From an optimization exercise on the open Yosys and OpenROAD flow, aimed at small area, a short achievable clock period and few clock cycles; shortcuts taken in it are not production practice. Only simulation tests tie the RTL to the original design; equivalence was not proved. Power is estimated from default activity; no workload was simulated.

`flow/run.sh`:
```
#!/bin/bash
# synth_recipe.tcl (not shown) runs the flow's synth.tcl, then flattens the netlist and writes it again
# the make line also repeats each setting of config.mk as NAME=value (left out here)
make -C /OpenROAD-flow-scripts/flow DESIGN_CONFIG=/design/flow/config.mk WORK_HOME=/design/flow/orfs CLKGATE_MAP_FILE= SYNTH_SCRIPT=/design/flow/synth_recipe.tcl finish
```
`flow/config.mk`:
```
export PLATFORM = sky130hd
export DESIGN_NAME = sparse_polynomial_add_subtract
export DESIGN_NICKNAME = sparse_polynomial_add_subtract
export VERILOG_FILES = /design/flow/design.v
export SDC_FILE = /design/flow/constraint.sdc
export NUM_CORES = 4
export LEC_CHECK = 0
export CAP_MARGIN = 20
export CORE_MARGIN = 2
export CORE_UTILIZATION = 40
export SLEW_MARGIN = 20
```
`flow/constraint.sdc`:
```
create_clock -name core_clock -period 10.5 [get_ports {clock}]
set_input_delay 2.1000 -clock core_clock [delete_from_list [all_inputs] [get_ports {clock}]]
set_output_delay 2.1000 -clock core_clock [all_outputs]
set_load 0.01 [all_outputs]
```
`flow/design.v`:
```
package spa_pkg;
   localparam int MAX_TERMS = 16;
   localparam int CNT_W     = $clog2(MAX_TERMS + 1);
   localparam int ADDR_W    = (MAX_TERMS > 1) ? $clog2(MAX_TERMS) : 1;
   localparam int COEF_W    = 32;
   localparam int EXPO_W    = 16;
   localparam int TERM_W    = EXPO_W + COEF_W;
   localparam logic [2:0] CMD_CLEAR    = 3'd0;
   localparam logic [2:0] CMD_APPEND_A = 3'd1;
   localparam logic [2:0] CMD_APPEND_B = 3'd2;
   localparam logic [2:0] CMD_ADD      = 3'd3;
   localparam logic [2:0] CMD_SUB      = 3'd4;
   localparam logic [2:0] STATUS_OK         = 3'd0;
   localparam logic [2:0] STATUS_A_EMPTY    = 3'd1;
   localparam logic [2:0] STATUS_B_EMPTY    = 3'd2;
   localparam logic [2:0] STATUS_BOTH_EMPTY = 3'd3;
   localparam logic [2:0] STATUS_FULL       = 3'd4;
   localparam logic [1:0] MD_IDLE   = 2'd0;
   localparam logic [1:0] MD_MERGE  = 2'd1;
   localparam logic [1:0] MD_PASS_A = 2'd2;
   localparam logic [1:0] MD_PASS_B = 2'd3;
   function automatic logic signed [COEF_W-1:0] sat32(input logic signed [COEF_W:0] v);
      if (v[COEF_W] != v[COEF_W-1]) begin
         sat32 = v[COEF_W] ? {1'b1, {(COEF_W-1){1'b0}}} : {1'b0, {(COEF_W-1){1'b1}}};
      end else begin
         sat32 = v[COEF_W-1:0];
      end
   endfunction
endpackage
module spa_ram #(
   parameter int DEPTH = 16,
   parameter int WIDTH = 48
) (
   input  logic                                       clock,
   input  logic                                       wr_en,
   input  logic [((DEPTH > 1) ? $clog2(DEPTH) : 1)-1:0] wr_addr,
   input  logic [WIDTH-1:0]                           wr_data,
   input  logic [((DEPTH > 1) ? $clog2(DEPTH) : 1)-1:0] rd_addr,
   output logic [WIDTH-1:0]                           rd_data,
   output logic [WIDTH-1:0]                           word0
);
   logic [WIDTH-1:0] mem_ff [DEPTH];
   always_ff @(posedge clock) begin
      if (wr_en) begin
         mem_ff[wr_addr] <= wr_data;
      end
   end
   assign rd_data = mem_ff[rd_addr];
   assign word0   = mem_ff[0];
endmodule
module spa_ctrl (
   input  logic                        clock,
   input  logic                        reset,
   input  logic                        req_tvalid,
   output logic                        req_tready,
   input  logic [2:0]                  req_command,
   input  logic [spa_pkg::TERM_W-1:0]  req_term,
   input  logic                        rsp_tready,
   output logic                        rsp_tvalid,
   output logic [spa_pkg::TERM_W-1:0]  rsp_term,
   output logic [2:0]                  rsp_status,
   output logic                        rsp_last,
   output logic                        a_wr_en,
   output logic                        b_wr_en,
   output logic [spa_pkg::ADDR_W-1:0]  a_wr_addr,
   output logic [spa_pkg::ADDR_W-1:0]  b_wr_addr,
   output logic [spa_pkg::TERM_W-1:0]  wr_data,
   output logic [spa_pkg::ADDR_W-1:0]  a_rd_addr,
   output logic [spa_pkg::ADDR_W-1:0]  b_rd_addr,
   input  logic [spa_pkg::TERM_W-1:0]  a_rd_data,
   input  logic [spa_pkg::TERM_W-1:0]  b_rd_data,
   input  logic [spa_pkg::TERM_W-1:0]  a_word0,
   input  logic [spa_pkg::TERM_W-1:0]  b_word0
);
   localparam int TW = spa_pkg::TERM_W;
   localparam int CW = spa_pkg::COEF_W;
   localparam int NW = spa_pkg::CNT_W;
   logic                 rdy_ff;
   logic                 i_valid_ff;
   logic [2:0]           i_cmd_ff;
   logic [TW-1:0]        i_data_ff;
   logic [NW-1:0]        cnt_a_ff, cnt_b_ff;
   logic [1:0]           mode_ff;
   logic                 neg_ff;
   logic [NW-1:0]        ia_ff, ib_ff;      
   logic [NW-1:0]        pa_ff, pb_ff;      
   logic                 a_use0_ff, b_use0_ff;  
   logic [TW-1:0]        a_cur_ff, b_cur_ff;
   logic                 any_ff;            
   logic                 p_valid_ff, p_dec_ff;
   logic [TW-1:0]        p_data_ff;
   logic [2:0]           p_status_ff;
   logic                 o_valid_ff, o_last_ff;
   logic [TW-1:0]        o_data_ff;
   logic [2:0]           o_status_ff;
   logic                 s_valid_ff, s_last_ff;
   logic [TW-1:0]        s_data_ff;
   logic [2:0]           s_status_ff;
   logic                 go, idle, consume;
   logic                 is_add, is_sub, is_merge_cmd;
   logic                 start, active, neg_eff;
   logic [1:0]           step_mode;
   logic [TW-1:0]        op_a, op_b;
   logic                 va0, va1, vb0, vb1;
   logic                 za0, za1, zb0, zb1;
   logic signed [spa_pkg::EXPO_W-1:0] ea, eb;
   logic                 a_gt, b_gt;
   logic                 cancel;
   logic                 prod, adv_a, adv_b, final_step, sel_b, sel_s;
   logic [1:0]           next_mode;
   logic signed [CW:0]   a_ext, b_ext, sum;
   logic [CW-1:0]        b_coef_eff, sum_sat;
   logic [TW-1:0]        item;
   assign go      = !s_valid_ff;
   assign idle    = mode_ff == spa_pkg::MD_IDLE;
   assign consume = go && idle && i_valid_ff;
   assign is_add       = i_cmd_ff == spa_pkg::CMD_ADD;
   assign is_sub       = i_cmd_ff == spa_pkg::CMD_SUB;
   assign is_merge_cmd = is_add || is_sub;
   assign start        = consume && is_merge_cmd && cnt_a_ff != '0 && cnt_b_ff != '0;
   assign active       = start || (go && !idle);
   assign neg_eff      = idle ? is_sub : neg_ff;
   assign step_mode    = idle ? spa_pkg::MD_MERGE : mode_ff;
   assign op_a = a_use0_ff ? a_word0 : a_cur_ff;
   assign op_b = b_use0_ff ? b_word0 : b_cur_ff;
   assign va0 = ia_ff < cnt_a_ff;
   assign va1 = pa_ff < cnt_a_ff;
   assign vb0 = ib_ff < cnt_b_ff;
   assign vb1 = pb_ff < cnt_b_ff;
   assign za0 = op_a[CW-1:0] == '0;
   assign zb0 = op_b[CW-1:0] == '0;
   assign za1 = a_rd_data[CW-1:0] == '0;
   assign zb1 = b_rd_data[CW-1:0] == '0;
   assign ea   = op_a[TW-1:CW];
   assign eb   = op_b[TW-1:CW];
   assign a_gt = ea > eb;
   assign b_gt = eb > ea;
   assign cancel = neg_eff ? (op_a[CW-1:0] == op_b[CW-1:0])
                           : (((op_a[CW-1:0] ^ op_b[CW-1:0]) ==
                               {(op_a[CW-2:0] | op_b[CW-2:0]), 1'b0}) &&
                              !(op_a[CW-1] && op_b[CW-1]));
   always_comb begin
      prod       = 1'b0;
      adv_a      = 1'b0;
      adv_b      = 1'b0;
      final_step = 1'b0;
      sel_b      = 1'b0;
      sel_s      = 1'b0;
      next_mode  = step_mode;
      case (step_mode)
         spa_pkg::MD_PASS_A: begin
            prod       = 1'b1;
            adv_a      = 1'b1;
            final_step = !va1;
         end
         spa_pkg::MD_PASS_B: begin
            prod       = 1'b1;
            adv_b      = 1'b1;
            sel_b      = 1'b1;
            final_step = !vb1;
         end
         default: begin
            if (!va0 || za0) begin
               next_mode = spa_pkg::MD_PASS_B;
               sel_b     = 1'b1;
               if (vb0) begin
                  prod       = 1'b1;
                  adv_b      = 1'b1;
                  final_step = !vb1;
               end else begin
                  final_step = 1'b1;
               end
            end else if (!vb0 || zb0) begin
               next_mode  = spa_pkg::MD_PASS_A;
               prod       = 1'b1;
               adv_a      = 1'b1;
               final_step = !va1;
            end else if (a_gt) begin
               prod  = 1'b1;
               adv_a = 1'b1;
            end else if (b_gt) begin
               prod  = 1'b1;
               adv_b = 1'b1;
               sel_b = 1'b1;
            end else begin
               prod       = !cancel;
               adv_a      = 1'b1;
               adv_b      = 1'b1;
               sel_s      = 1'b1;
               final_step = (!va1 || za1) && !vb1;
            end
         end
      endcase
   end
   assign a_ext      = {op_a[CW-1], op_a[CW-1:0]};
   assign b_ext      = {op_b[CW-1], op_b[CW-1:0]};
   assign b_coef_eff = neg_eff ? spa_pkg::sat32(-b_ext) : op_b[CW-1:0];
   assign sum        = neg_eff ? (a_ext - b_ext) : (a_ext + b_ext);
   assign sum_sat    = spa_pkg::sat32(sum);
   assign item       = sel_s ? {op_a[TW-1:CW], sum_sat} :
                       sel_b ? {op_b[TW-1:CW], b_coef_eff} : op_a;
   logic       direct;
   logic [2:0] direct_status;
   logic       app_a, app_b;
   logic       a_full, b_full;
   assign a_full = cnt_a_ff == NW'(spa_pkg::MAX_TERMS);
   assign b_full = cnt_b_ff == NW'(spa_pkg::MAX_TERMS);
   assign app_a  = consume && i_cmd_ff == spa_pkg::CMD_APPEND_A && !a_full;
   assign app_b  = consume && i_cmd_ff == spa_pkg::CMD_APPEND_B && !b_full;
   always_comb begin
      direct        = 1'b0;
      direct_status = spa_pkg::STATUS_OK;
      if (consume) begin
         case (i_cmd_ff)
            spa_pkg::CMD_APPEND_A: begin
               direct        = 1'b1;
               direct_status = a_full ? spa_pkg::STATUS_FULL : spa_pkg::STATUS_OK;
            end
            spa_pkg::CMD_APPEND_B: begin
               direct        = 1'b1;
               direct_status = b_full ? spa_pkg::STATUS_FULL : spa_pkg::STATUS_OK;
            end
            spa_pkg::CMD_ADD, spa_pkg::CMD_SUB: begin
               if (cnt_a_ff == '0 && cnt_b_ff == '0) begin
                  direct        = 1'b1;
                  direct_status = spa_pkg::STATUS_BOTH_EMPTY;
               end else if (cnt_a_ff == '0) begin
                  direct        = 1'b1;
                  direct_status = spa_pkg::STATUS_A_EMPTY;
               end else if (cnt_b_ff == '0) begin
                  direct        = 1'b1;
                  direct_status = spa_pkg::STATUS_B_EMPTY;
               end
            end
            default: begin
            end
         endcase
      end
   end
   assign a_wr_en   = app_a;
   assign b_wr_en   = app_b;
   assign a_wr_addr = cnt_a_ff[spa_pkg::ADDR_W-1:0];
   assign b_wr_addr = cnt_b_ff[spa_pkg::ADDR_W-1:0];
   assign wr_data   = i_data_ff;
   assign a_rd_addr = pa_ff[spa_pkg::ADDR_W-1:0];
   assign b_rd_addr = pb_ff[spa_pkg::ADDR_W-1:0];
   logic          m_prod, m_zero, any_prev;
   logic          new_valid, new_dec;
   logic [TW-1:0] new_data;
   logic [2:0]    new_status;
   logic          p_rel, rel_last, p_load;
   logic          push;
   logic [TW-1:0] push_data;
   logic [2:0]    push_status;
   logic          push_last;
   assign any_prev   = !idle && any_ff;
   assign m_prod     = active && prod;
   assign m_zero     = active && final_step && !prod && !any_prev;
   assign new_valid  = m_prod || m_zero || direct;
   assign new_dec    = (m_prod && final_step) || m_zero || direct;
   assign new_data   = m_prod ? item : '0;
   assign new_status = direct ? direct_status : spa_pkg::STATUS_OK;
   assign p_rel    = go && p_valid_ff && (p_dec_ff || (active && (prod || final_step)));
   assign rel_last = p_dec_ff || !prod;
   assign p_load   = new_valid && (p_rel || (!p_valid_ff && !new_dec));
   assign push        = p_rel || (!p_valid_ff && new_valid && new_dec);
   assign push_data   = p_rel ? p_data_ff : new_data;
   assign push_status = p_rel ? p_status_ff : new_status;
   assign push_last   = p_rel ? rel_last : 1'b1;
   logic          o_free;
   logic          i_valid_in, s_valid_in, o_valid_in, p_valid_in;
   logic [1:0]    mode_in;
   assign o_free     = !o_valid_ff || rsp_tready;
   assign i_valid_in = rdy_ff ? req_tvalid : i_valid_ff;
   assign s_valid_in = o_free ? 1'b0 : (s_valid_ff || push);
   assign o_valid_in = o_free ? (s_valid_ff || push) : 1'b1;
   assign p_valid_in = p_load ? 1'b1 : (p_rel ? 1'b0 : p_valid_ff);
   assign mode_in    = active ? (final_step ? spa_pkg::MD_IDLE : next_mode) : mode_ff;
   always_ff @(posedge clock) begin
      if (reset) begin
         rdy_ff     <= 1'b1;
         i_valid_ff <= 1'b0;
         cnt_a_ff   <= '0;
         cnt_b_ff   <= '0;
         mode_ff    <= spa_pkg::MD_IDLE;
         ia_ff      <= '0;
         ib_ff      <= '0;
         pa_ff      <= NW'(1);
         pb_ff      <= NW'(1);
         a_use0_ff  <= 1'b1;
         b_use0_ff  <= 1'b1;
         any_ff     <= 1'b0;
         p_valid_ff <= 1'b0;
         o_valid_ff <= 1'b0;
         s_valid_ff <= 1'b0;
      end else begin
         rdy_ff     <= !i_valid_in || (mode_in == spa_pkg::MD_IDLE && !s_valid_in);
         i_valid_ff <= i_valid_in;
         mode_ff    <= mode_in;
         p_valid_ff <= p_valid_in;
         o_valid_ff <= o_valid_in;
         s_valid_ff <= s_valid_in;
         if (consume && i_cmd_ff == spa_pkg::CMD_CLEAR) begin
            cnt_a_ff <= '0;
            cnt_b_ff <= '0;
         end else begin
            if (app_a) cnt_a_ff <= cnt_a_ff + 1'b1;
            if (app_b) cnt_b_ff <= cnt_b_ff + 1'b1;
         end
         if (active) begin
            any_ff <= !final_step && (any_prev || prod);
            if (final_step) begin
               ia_ff     <= '0;
               ib_ff     <= '0;
               pa_ff     <= NW'(1);
               pb_ff     <= NW'(1);
               a_use0_ff <= 1'b1;
               b_use0_ff <= 1'b1;
            end else begin
               if (adv_a) begin
                  ia_ff     <= ia_ff + 1'b1;
                  pa_ff     <= pa_ff + 1'b1;
                  a_use0_ff <= 1'b0;
               end
               if (adv_b) begin
                  ib_ff     <= ib_ff + 1'b1;
                  pb_ff     <= pb_ff + 1'b1;
                  b_use0_ff <= 1'b0;
               end
            end
         end
      end
   end
   always_ff @(posedge clock) begin
      if (rdy_ff) begin
         i_cmd_ff  <= req_command;
         i_data_ff <= req_term;
      end
      if (start) begin
         neg_ff <= is_sub;
      end
      if (active && adv_a) begin
         a_cur_ff <= a_rd_data;
      end
      if (active && adv_b) begin
         b_cur_ff <= b_rd_data;
      end
      if (p_load) begin
         p_data_ff   <= new_data;
         p_status_ff <= new_status;
         p_dec_ff    <= new_dec;
      end
      if (o_free) begin
         if (s_valid_ff) begin
            o_data_ff   <= s_data_ff;
            o_status_ff <= s_status_ff;
            o_last_ff   <= s_last_ff;
         end else if (push) begin
            o_data_ff   <= push_data;
            o_status_ff <= push_status;
            o_last_ff   <= push_last;
         end
      end else if (push) begin
         s_data_ff   <= push_data;
         s_status_ff <= push_status;
         s_last_ff   <= push_last;
      end
   end
   assign req_tready = rdy_ff;
   assign rsp_tvalid = o_valid_ff;
   assign rsp_term   = o_data_ff;
   assign rsp_status = o_status_ff;
   assign rsp_last   = o_last_ff;
endmodule
module sparse_polynomial_add_subtract (
   input  logic        clock,
   input  logic        reset,
   input  logic        req_tvalid,
   output logic        req_tready,
   input  logic [47:0] req_tdata,    
   input  logic [2:0]  req_tuser,    
   output logic        rsp_tvalid,
   input  logic        rsp_tready,
   output logic [47:0] rsp_tdata,    
   output logic [2:0]  rsp_tuser,    
   output logic        rsp_tlast
);
   logic                       a_wr_en, b_wr_en;
   logic [spa_pkg::ADDR_W-1:0] a_wr_addr, b_wr_addr, a_rd_addr, b_rd_addr;
   logic [spa_pkg::TERM_W-1:0] wr_data, a_rd_data, b_rd_data, a_word0, b_word0;
   spa_ram #(.DEPTH(spa_pkg::MAX_TERMS), .WIDTH(spa_pkg::TERM_W)) u_store_a (
      .clock   (clock),
      .wr_en   (a_wr_en),
      .wr_addr (a_wr_addr),
      .wr_data (wr_data),
      .rd_addr (a_rd_addr),
      .rd_data (a_rd_data),
      .word0   (a_word0)
   );
   spa_ram #(.DEPTH(spa_pkg::MAX_TERMS), .WIDTH(spa_pkg::TERM_W)) u_store_b (
      .clock   (clock),
      .wr_en   (b_wr_en),
      .wr_addr (b_wr_addr),
      .wr_data (wr_data),
      .rd_addr (b_rd_addr),
      .rd_data (b_rd_data),
      .word0   (b_word0)
   );
   spa_ctrl u_ctrl (
      .clock       (clock),
      .reset       (reset),
      .req_tvalid  (req_tvalid),
      .req_tready  (req_tready),
      .req_command (req_tuser),
      .req_term    (req_tdata),
      .rsp_tready  (rsp_tready),
      .rsp_tvalid  (rsp_tvalid),
      .rsp_term    (rsp_tdata),
      .rsp_status  (rsp_tuser),
      .rsp_last    (rsp_tlast),
      .a_wr_en     (a_wr_en),
      .b_wr_en     (b_wr_en),
      .a_wr_addr   (a_wr_addr),
      .b_wr_addr   (b_wr_addr),
      .wr_data     (wr_data),
      .a_rd_addr   (a_rd_addr),
      .b_rd_addr   (b_rd_addr),
      .a_rd_data   (a_rd_data),
      .b_rd_data   (b_rd_data),
      .a_word0     (a_word0),
      .b_word0     (b_word0)
   );
endmodule
```
==> results.txt <==
## power groups by stage
stage / combinational [mW] / clock (mW) / sequential [mW]
6_report: 0.772 / 6.69 / 8.58
5_1_grt: 0.818 / 7.08 / 8.59
3_5_place_dp: 0.717 / 0 / 8.77
4_1_cts: 0.720 / 6.79 / 8.62
2_1_floorplan: 0.357 / 0 / 8.72
3_3_place_gp: 0.717 / 0 / 8.77
## cell usage in the layout, fill, tap and decap left out, types with 103 or more instances in the layout
cell,instances
sky130_fd_sc_hd__clkbuf_16,190
sky130_fd_sc_hd__nand2_1,143
sky130_fd_sc_hd__a21oi_1,121
sky130_fd_sc_hd__inv_1,117
sky130_fd_sc_hd__nor2_1,138
sky130_fd_sc_hd__mux4_2,448
sky130_fd_sc_hd__buf_4,103
sky130_fd_sc_hd__edfxtp_1,1840
sky130_fd_sc_hd__clkdlybuf4s50_1,108
sky130_fd_sc_hd__ha_1,142
## critical path, delay by kind of cell (launching register included)
kind	cells	cell delay (ps)
buf+inv	5	1600
simple gates	4	520
mux	4	1100
flops	1	580
fa+ha+maj	2	1140
xor+xnor	1	130
compound gates	8	2410
## area by class of cell
class,instances,area [um2]
Multi-Input combinational cell,1989,21300
Inverter,119,447
Antenna cell,1,2.50
Clock inverter,110,1140
Tap cell,2624,3280
Clock buffer,241,5020
Fill cell,16400,106000
Sequential cell,1884,56200
Timing Repair Buffer,232,2190
## synthesized netlist by cell type, drive strengths merged (14+ instances only)
library cell / number
nand2: 146
xor2: 14
buf: 103
a31oi: 17
xnor2: 68
edfxtp: 1840
a21o: 54
and2: 20
mux2i: 77
a21oi: 125
clkbuf: 117
a22oi: 73
inv: 118
dfxtp: 44
nand3: 32
o31ai: 20
nor4: 49
nor3: 65
ha: 142
nand2b: 14
nor2b: 21
nand4: 25
o21ai: 90
and3: 21
o211ai: 31
mux2: 67
mux4: 448
nor2: 160
a211oi: 64
## cell families (layout without fill, tap and decap cells)
logic type	Yosys count	count (layout)	synth area share, %
XOR/XNOR	82	82	0.914
AO/OA/AOI/OAI	582	582	5.11
multiplexers	592	592	14.8
adder cells (fa/ha/maj)	144	144	2.31
other	0	1	0
buffers and inverters	339	702	1.81
AND/OR/NAND/NOR	589	589	3.67
flip-flops	1884	1884	71.4
## through the flow
step	total power, mW	util, %	setup slack [ps]	std cells
global placement	9.48	42.6	2850	6829
detailed placement	9.49	42.6	2820	6831
global route	16.5	45.9	2280	7200
CTS	16.1	45.7	2720	7182
finish	16.0	45.9	2680	7200
floorplan	9.07	-	3300	4212
## state kept, by name (all words and copies together) (netlist names), 5 cells and up, named ones only
| register | flops |
|---|---|
| u_ctrl.o_data_ff | 48 |
| u_ctrl.ia_ff | 5 |
| u_ctrl.pa_ff | 5 |
| u_ctrl.cnt_a_ff | 5 |
| u_ctrl.s_data_ff | 48 |
| u_ctrl.i_data_ff | 48 |
| u_store_a.mem_ff | 768 |
| u_ctrl.p_data_ff | 48 |
| u_ctrl.pb_ff | 5 |
| u_ctrl.a_cur_ff | 48 |
| u_ctrl.ib_ff | 5 |
| u_store_b.mem_ff | 768 |
| u_ctrl.cnt_b_ff | 5 |
| u_ctrl.b_cur_ff | 48 |
## how the worst max path moves through the flow
stage                                  start                            end  slack (ps)  depth (start not counted)
6_report       u_ctrl.b_use0_ff$_SDFFE_PP1P_  u_ctrl.o_data_ff[1]$_DFFE_PP_        2680                         24
5_1_grt        u_ctrl.b_use0_ff$_SDFFE_PP1P_  u_ctrl.o_data_ff[1]$_DFFE_PP_        2280                         24
4_1_cts        u_ctrl.b_use0_ff$_SDFFE_PP1P_  u_ctrl.o_data_ff[1]$_DFFE_PP_        2720                         24
3_5_place_dp   u_ctrl.b_use0_ff$_SDFFE_PP1P_  u_ctrl.o_data_ff[1]$_DFFE_PP_        2820                         24
3_3_place_gp   u_ctrl.b_use0_ff$_SDFFE_PP1P_  u_ctrl.o_data_ff[1]$_DFFE_PP_        2850                         24
2_1_floorplan  u_ctrl.b_use0_ff$_SDFFE_PP1P_  u_ctrl.s_data_ff[0]$_DFFE_PP_        3300                         18
## per-layer routing
layer | global-route usage, % | share of wire (%) | vias up
li1 | - | - | 17700
met1 | 31.9 | 42 | 22600
met2 | 38.1 | 49 | 1776
met3 | 3.46 | 6.6 | 306
met4 | 6.70 | 2.9 | 4
met5 | 0 | 0.019 | -
==> out/qor.tcl <==
set qor(grt_max_degree) 93
set qor(cp_common_cell) {sky130_fd_sc_hd__buf_4}
set qor(crit_path_end_kind) {flop}
set qor(clock_sink_count) 1884
set qor(cell_internal_pwr_mw) 12.4
set qor(r2r.worst_path.cells) 24
set qor(reg2reg_slack_ps) 2680
set qor(synth.top_cell.area_share_pct) 70.3
set qor(worst-slew-pin-transition_ps) 1150
set qor(hp-class) {reg2reg}
set qor(asyncSetResetFlopFracSynth_pct) 0
set qor(worstSetupPathType) {reg2reg}
set qor(hold_path_startpoint) {u_ctrl.ia_ff[4]$_SDFFE_PP0P_}
set qor(num_rows) 162
set qor(power.leakage_nw) 29.3
set qor(irDropWorstVdd_v) 0.000172
set qor(grt_first_pass_wirelength_um) 325000
set qor(slew_headroom_pct) 23.1
set qor(gr-total-overflow) 0
set qor(final-setup-viol-count) 0
set qor(outcome) {complete, no violations}
set qor(dieArea_um2) 200000
set qor(boundaryPins) 109
set qor(postCtsHoldBufs) 0
set qor(crit_path_arrival_time_ps) 8350
set qor(timing.final.hold_violations) 0
set qor(finalWeightedCongestion) 0.960
set qor(crit_path_cell_trace) {buf_4 > mux2i_1 > ha_1 > inv_1 > o311ai_0 > a21oi_1 > o311ai_0 > buf_4 > nand4_1 > nand3_1 > o221ai_1 > a21oi_1 > nor2_1 > o41ai_1 > xnor2_1 > ha_1 > inv_1 > nor2_1 > mux2i_1 > o21ai_1 > buf_4 > a211oi_1 > mux2_2 > mux2_2}
set qor(fin_crit_ps) 7820
set qor(share_comb_of_total_power_pct) 4.8
set qor(finalWirelength_um) 232000
set qor(die_x_um) 447
set qor(crit-reg2reg-launch) {u_ctrl.b_use0_ff$_SDFFE_PP1P_}
set qor(setup_total_negative_slack_ps) 0
set qor(share_of_cells_above_drive_strength_1_pct) 21.9
set qor(min_path_cells) 2
set qor(vias) 42300
set qor(drtAntennaViolNets) 0
set qor(synthCells) 4212
set qor(min_delay_worst_endpoint) {u_ctrl.ia_ff[4]$_SDFFE_PP0P_}
set qor(detail_route.wl_per_cell_um) 32.2
set qor(yosysWarnings) 2
set qor(tritoncts) {built}
set qor(path_clk_slew_ps) 60
set qor(timing_max_transition_violations_final) 0
set qor(cellPowerDensity_nw_per_um2) 179
set qor(post-cts-setup-buffer-count) 0
set qor(power_switching_mw) 3.59
set qor(critical_path.startpoint_type) {flop}
set qor(drt-initial-drc-count) 5031
set qor(clockBufferDepth) 3
set qor(grt_setup_unrepaired) {false}
set qor(placeableCoreArea_um2) 195000
set qor(vias_in_the_first_global_route) 41900
set qor(hpwl_dp_um) 146000
set qor(total_number_of_h_tree_levels) 4
set qor(fmax_ghz) 0.128
set qor(number_of_synthesized_flops_with_an_enable_pin) 1840
set qor(post_place_instance_area_um2) 83100
set qor(ys_seq_area_share_pct) 71.4
set qor(synth_fp_nets) 4411
set qor(finish.instance_area_um2) 89600
set qor(ys_ff_latch) 1884
set qor(grt.total_usage_pct) 23.1
set qor(post_synth_num_cell_types) 89
set qor(post_route_clock_skew_ps) 72.2
set qor(cell_area_after_synthesis_um2) 78600
set qor(synthesis.area_per_instance_um2) 18.7
set qor(worst_path_largest_cell_delay_ps) 820
set qor(dr.pass1.iters) 7
set qor(dr_drc_count) 0
set qor(post-synth-top-area-cell) {sky130_fd_sc_hd__edfxtp_1}
set qor(start_util_pct) 40.3
set qor(yosys_most_used_dff) {sky130_fd_sc_hd__edfxtp_1}
set qor(p_seq_share_pct) 53.5
set qor(yosys-top-cells-area) {sky130_fd_sc_hd__edfxtp_1 (70%), sky130_fd_sc_hd__mux4_2 (13%), sky130_fd_sc_hd__ha_1 (2.3%), sky130_fd_sc_hd__dfxtp_1 (1.1%), sky130_fd_sc_hd__mux2i_1 (0.97%)}
set qor(drv_cap) 0
set qor(worstPathMaxFanout) 53
set qor(cts-root-buf) {sky130_fd_sc_hd__clkbuf_16}
set qor(hold_ws_ps) 497
set qor(power_frac_clock_pct) 41.7
set qor(number_of_antenna_violations_at_the_first_check_in_global_routing) 8
set qor(crit_path_top_delay_cell) {sky130_fd_sc_hd__o311ai_0}
set qor(layout.nets) 4613
set qor(r2r_end) {u_ctrl.o_data_ff[1]$_DFFE_PP_}
set qor(syn2layout_area_growth_pct) 13.9
set qor(period_share_pct) 74.5
set qor(count_of_cells_resized_by_post_cts_repair) 0
set qor(worstPathRequired_ps) 11030
set qor(via_per_inst) 5.88
set qor(power.share.switching_pct) 22.4
set qor(total_of_buffers_placed_on_input_and_output_ports) 108
set qor(cts_buffers) 188
set qor(floorplan.die.height_um) 447
set qor(worst_skew_pair.late_latency_ps) 840
Testbench counts, summed over its fixed seeds: cycles 30,259.

what the ideal ports hide:
The flow's constraints put no driver on any port. The routed layout listed below was extracted and timed again, unchanged, in two steps. Step 1 sets driving cells, clkbuf_16 on the clock port and buf_2 on the other inputs (assumed; they add their load-dependent delay and slew). Step 2 also shifts input and output timing later by t, the mid clock arrival at the registers, as if the neighbouring blocks saw the same clock. a / b / c = no drivers / after step 1 / after step 2; a / b = the first two.
shift t [ns]: 0.899
slack for setup (ns): 2.680 / 2.680 / 2.680
hold WS [ns]: 0.497 / 0.497 / 0.497
worst setup path at the end: register to register
cell pins on the clock port's net: 1
After both steps this run still meets setup and hold. For this run, drivers alone change the setup slack by 0.000 ns; drivers and shift together by 0.000 ns.
